From an optimization exercise on the open Yosys and OpenROAD flow, aimed at small area, a short achievable clock period and few clock cycles per item; shortcuts taken in it are not production practice.

==> inputs of trial 18 <==
==> flow/design.v (excerpt) <==
module fp32_truncating_alu_top
(
   input  wire logic        clock,
   input  wire logic        reset,
   input  wire logic        req_tvalid,
   output logic             req_tready,
   input  wire logic [71:0] req_tdata,
   output logic             rsp_tvalid,
   input  wire logic        rsp_tready,
   output logic [39:0]      rsp_tdata
);
clock: 12.0 ns
lec_check: 0
abc_area: 1
cap_margin: 20
core_margin: 2
core_utilization: 40
slew_margin: 20
standard.sh (not shown) runs the stock make flow with config.mk's settings and CLKGATE_MAP_FILE= SYNTH_SCRIPT=/design/flow/synth_recipe.tcl, a recipe that flattens the netlist after the stock synthesis.
==> flow/flow/run.sh <==
#!/bin/bash
# Standard layout, with timing repair aiming below the clock period: repair
# works on every path with less than SETUP_SLACK_MARGIN ns of slack.
set -euo pipefail
bash standard.sh SETUP_SLACK_MARGIN=7.5 finish > standard_flow.log 2>&1
==> trial 90 (differences from trial 18) <==
--- a/flow/design.v
+++ b/flow/design.v
@@ -1734,61 +1734,50 @@
    fta_div_sel3 u_sn (.a(s[25:22]), .b(c[25:22]), .v({3'b001, b_mantissa[22]}), .ci(m_n),
                       .pos(p_n), .neg(n_n));
    assign npos = pos ? p_p : neg ? p_n : p_z;
    assign nneg = pos ? n_p : neg ? n_n : n_z;
 endmodule
-module fta_div_fin
-(
-   input  wire logic [26:0] s,
-   input  wire logic [26:0] c,
-   input  wire logic [23:0] tp,      
-   input  wire logic [23:0] tn,      
-   input  wire logic        ge,
-   output logic [22:0]      mant
-);
-   logic [26:0] w;
-   logic [23:0] t;
-   logic [22:0] low;                 
-   logic [22:0] q;
-   assign w = s + c;
-   assign t = tp - tn;
-   always_comb begin
-      low[0] = 1'b1;
-      for (int i = 1; i < 23; i++) low[i] = low[i-1] & ~t[i-1];
-   end
-   assign q    = t[22:0] ^ (low & {23{w[26]}});
-   assign mant = {q[22:1], q[0] & ge};
-endmodule
-module fta_div_last
+module fta_div_end1
 (
    input  wire logic [26:0] s,
    input  wire logic [26:0] c,
    input  wire logic [22:0] b_mantissa,
    input  wire logic        pos,       
    input  wire logic        neg,
    input  wire logic [22:0] tp,        
    input  wire logic [22:0] tn,        
-   input  wire logic        ge,
-   output logic [22:0]      mant
+   output logic [22:0]      t,         
+   output logic             p24,
+   output logic             n24,
+   output logic [2:0]       sg         
 );
    logic [26:0] s23, c23;
-   logic        p24, n24;
-   fta_div_row u_row (.s(s), .c(c), .b_mantissa(b_mantissa), .pos(pos), .neg(neg),
-                      .s_o(s23), .c_o(c23), .npos(p24), .nneg(n24));
+   fta_div_row u_row23 (.s(s), .c(c), .b_mantissa(b_mantissa), .pos(pos), .neg(neg),
+                        .s_o(s23), .c_o(c23), .npos(p24), .nneg(n24));
    logic [26:0] ys, yc, dd, w_p, w_z, w_n;
-   logic        r_neg;
    assign ys  = {s23[25:0], 1'b0};
    assign yc  = {c23[25:0], 1'b0};
    assign dd  = {3'b001, b_mantissa, 1'b0};
    assign w_p = ys + yc + ~dd + 27'd1;
    assign w_z = ys + yc;
    assign w_n = ys + yc + dd;
-   assign r_neg = (p24 & w_p[26]) | (n24 & w_n[26]) | (~p24 & ~n24 & w_z[26]);
-   logic [22:0] t, low, th;
-   logic        borrow, lsb;
+   assign sg  = {w_p[26], w_z[26], w_n[26]};
+   assign t   = tp - tn;
+endmodule
+module fta_div_end2
+(
+   input  wire logic [22:0] t,
+   input  wire logic        p24,
+   input  wire logic        n24,
+   input  wire logic [2:0]  sg,
+   input  wire logic        ge,
+   output logic [22:0]      mant
+);
+   logic        r_neg, borrow, lsb;
+   logic [22:0] low, th;
    logic [23:0] q;
-   assign t = tp - tn;
+   assign r_neg  = (p24 & sg[2]) | (n24 & sg[0]) | (~p24 & ~n24 & sg[1]);
    always_comb begin
       low[0] = 1'b1;
       for (int i = 1; i < 23; i++) low[i] = low[i-1] & ~t[i-1];
    end
    assign borrow = n24 | (~p24 & r_neg);
@@ -2179,25 +2168,51 @@
       for (int i = 0; i < 9; i++) begin
          qpv[i] = dg7[2*i+1];
          qnv[i] = dg7[2*i];
       end
    end
+   logic [22:0] e1_t;
+   logic        e1_p24, e1_n24;
+   logic [2:0]  e1_sg;
+   fta_div_end1 u_end1 (.s(s7), .c(c7), .b_mantissa(d7), .pos(qp7), .neg(qn7),
+                        .tp({bv7, qpv, qp7}), .tn({13'd0, qnv, qn7}),
+                        .t(e1_t), .p24(e1_p24), .n24(e1_n24), .sg(e1_sg));
+   logic        v8, dv8, g8, ge8, p24_8, n24_8;
+   logic [8:0]  e8;
+   logic [22:0] d8, t8;
+   logic [2:0]  sg8;
+   always_ff @(posedge clock) begin
+      if (reset) v8 <= 1'b0;
+      else if (en) v8 <= v7;
+   end
+   always_ff @(posedge clock) begin
+      if (en) begin
+         dv8    <= dv7;
+         e8     <= e7;
+         g8     <= g7;
+         ge8    <= ge7;
+         d8     <= d7;
+         t8     <= e1_t;
+         p24_8  <= e1_p24;
+         n24_8  <= e1_n24;
+         sg8    <= e1_sg;
+      end
+   end
    logic [22:0] dv_mant;
-   fta_div_last u_last (.s(s7), .c(c7), .b_mantissa(d7), .pos(qp7), .neg(qn7),
-                        .tp({bv7, qpv, qp7}), .tn({13'd0, qnv, qn7}), .ge(ge7), .mant(dv_mant));
+   fta_div_end2 u_end2 (.t(t8), .p24(p24_8), .n24(n24_8), .sg(sg8), .ge(ge8), .mant(dv_mant));
    logic [32:0] res;
-   assign res = {e7[8], dv7 ? dv_mant : d7, e7[7:0], g7};
+   assign res = {e8[8], dv8 ? dv_mant : d8, e8[7:0], g8};
    logic pop;
    assign pop = out_v & rsp_tready;
    always_ff @(posedge clock) begin
       if (reset) begin
          out_v  <= 1'b0;
          skid_v <= 1'b0;
       end else begin
-         if (~out_v | pop) out_v <= skid_v | (en & v7);
+         if (~out_v | pop) out_v <= skid_v | (en & v8);
          if (skid_v) skid_v <= ~pop;
-         else        skid_v <= en & v7 & out_v & ~pop;
+         else        skid_v <= en & v8 & out_v & ~pop;
       end
    end
    always_ff @(posedge clock) begin
       if (~out_v | pop) out_r <= skid_v ? skid_r : res;
       if (~skid_v) skid_r <= res;
ABC_AREA = default   (was 1)
==> notes <==
Against trial 18, the core utilization of trial 90 is higher by 0.47 points.
In trial 18 the final cell count is lower than in trial 90, by about 5%.
Of trial 18 and trial 90, trial 90 has the higher non-clock buffer count (gap 202).
Between trial 18 and trial 90, the lower synthesized area is in trial 18 (gap about 9%, measured against trial 90).
In trial 90 the routed wire length is higher than in trial 18, by about 4.7%.
==> figures <==
	trial 18	trial 90
Count of nets after finishing	11100	11500
Basic-gate share of the synthesized area counting and, or, nand and nor cells	12.2%	9.77%
Number of buffers created by CTS	110	109
Result of the run	complete, no violations	complete, no violations
Clk sink count	951	1014
Sequential share of the synthesized area	33.2%	32.3%
Final routed wirelength across all metal layers	312 mm	327 mm
Die H	464 um	486 um
No functional check of the RTL was part of any run of this note.

[port drivers added, routing unchanged]
How much do the figures lean on ideal ports? The routed layouts below were timed once more, with nothing changed but the port constraints. Step 1, drivers: a clkbuf_16 drives clock and a buf_2 each remaining input, both assumed. Step 2 also shifts input and output timing later by t, the mid clock arrival at the registers, as if the neighbouring blocks saw the same clock. a / b / c = ideal ports / drivers / drivers and shift; a / b = the first two.
| run | shift t [ns] | setup slack, ns | cell pins on the clock port's net |
|---|---|---|---|
| trial 18 | 0.875 | 7.062 / 7.062 / 6.895 | 1 |
| trial 90 | 0.861 | 6.377 / 6.377 / 6.377 | 1 |
After both steps setup and hold are still met in every run listed. The setup slack of trial 18, which loses most, moves by 0.000 ns with the drivers and by -0.167 ns with both steps.
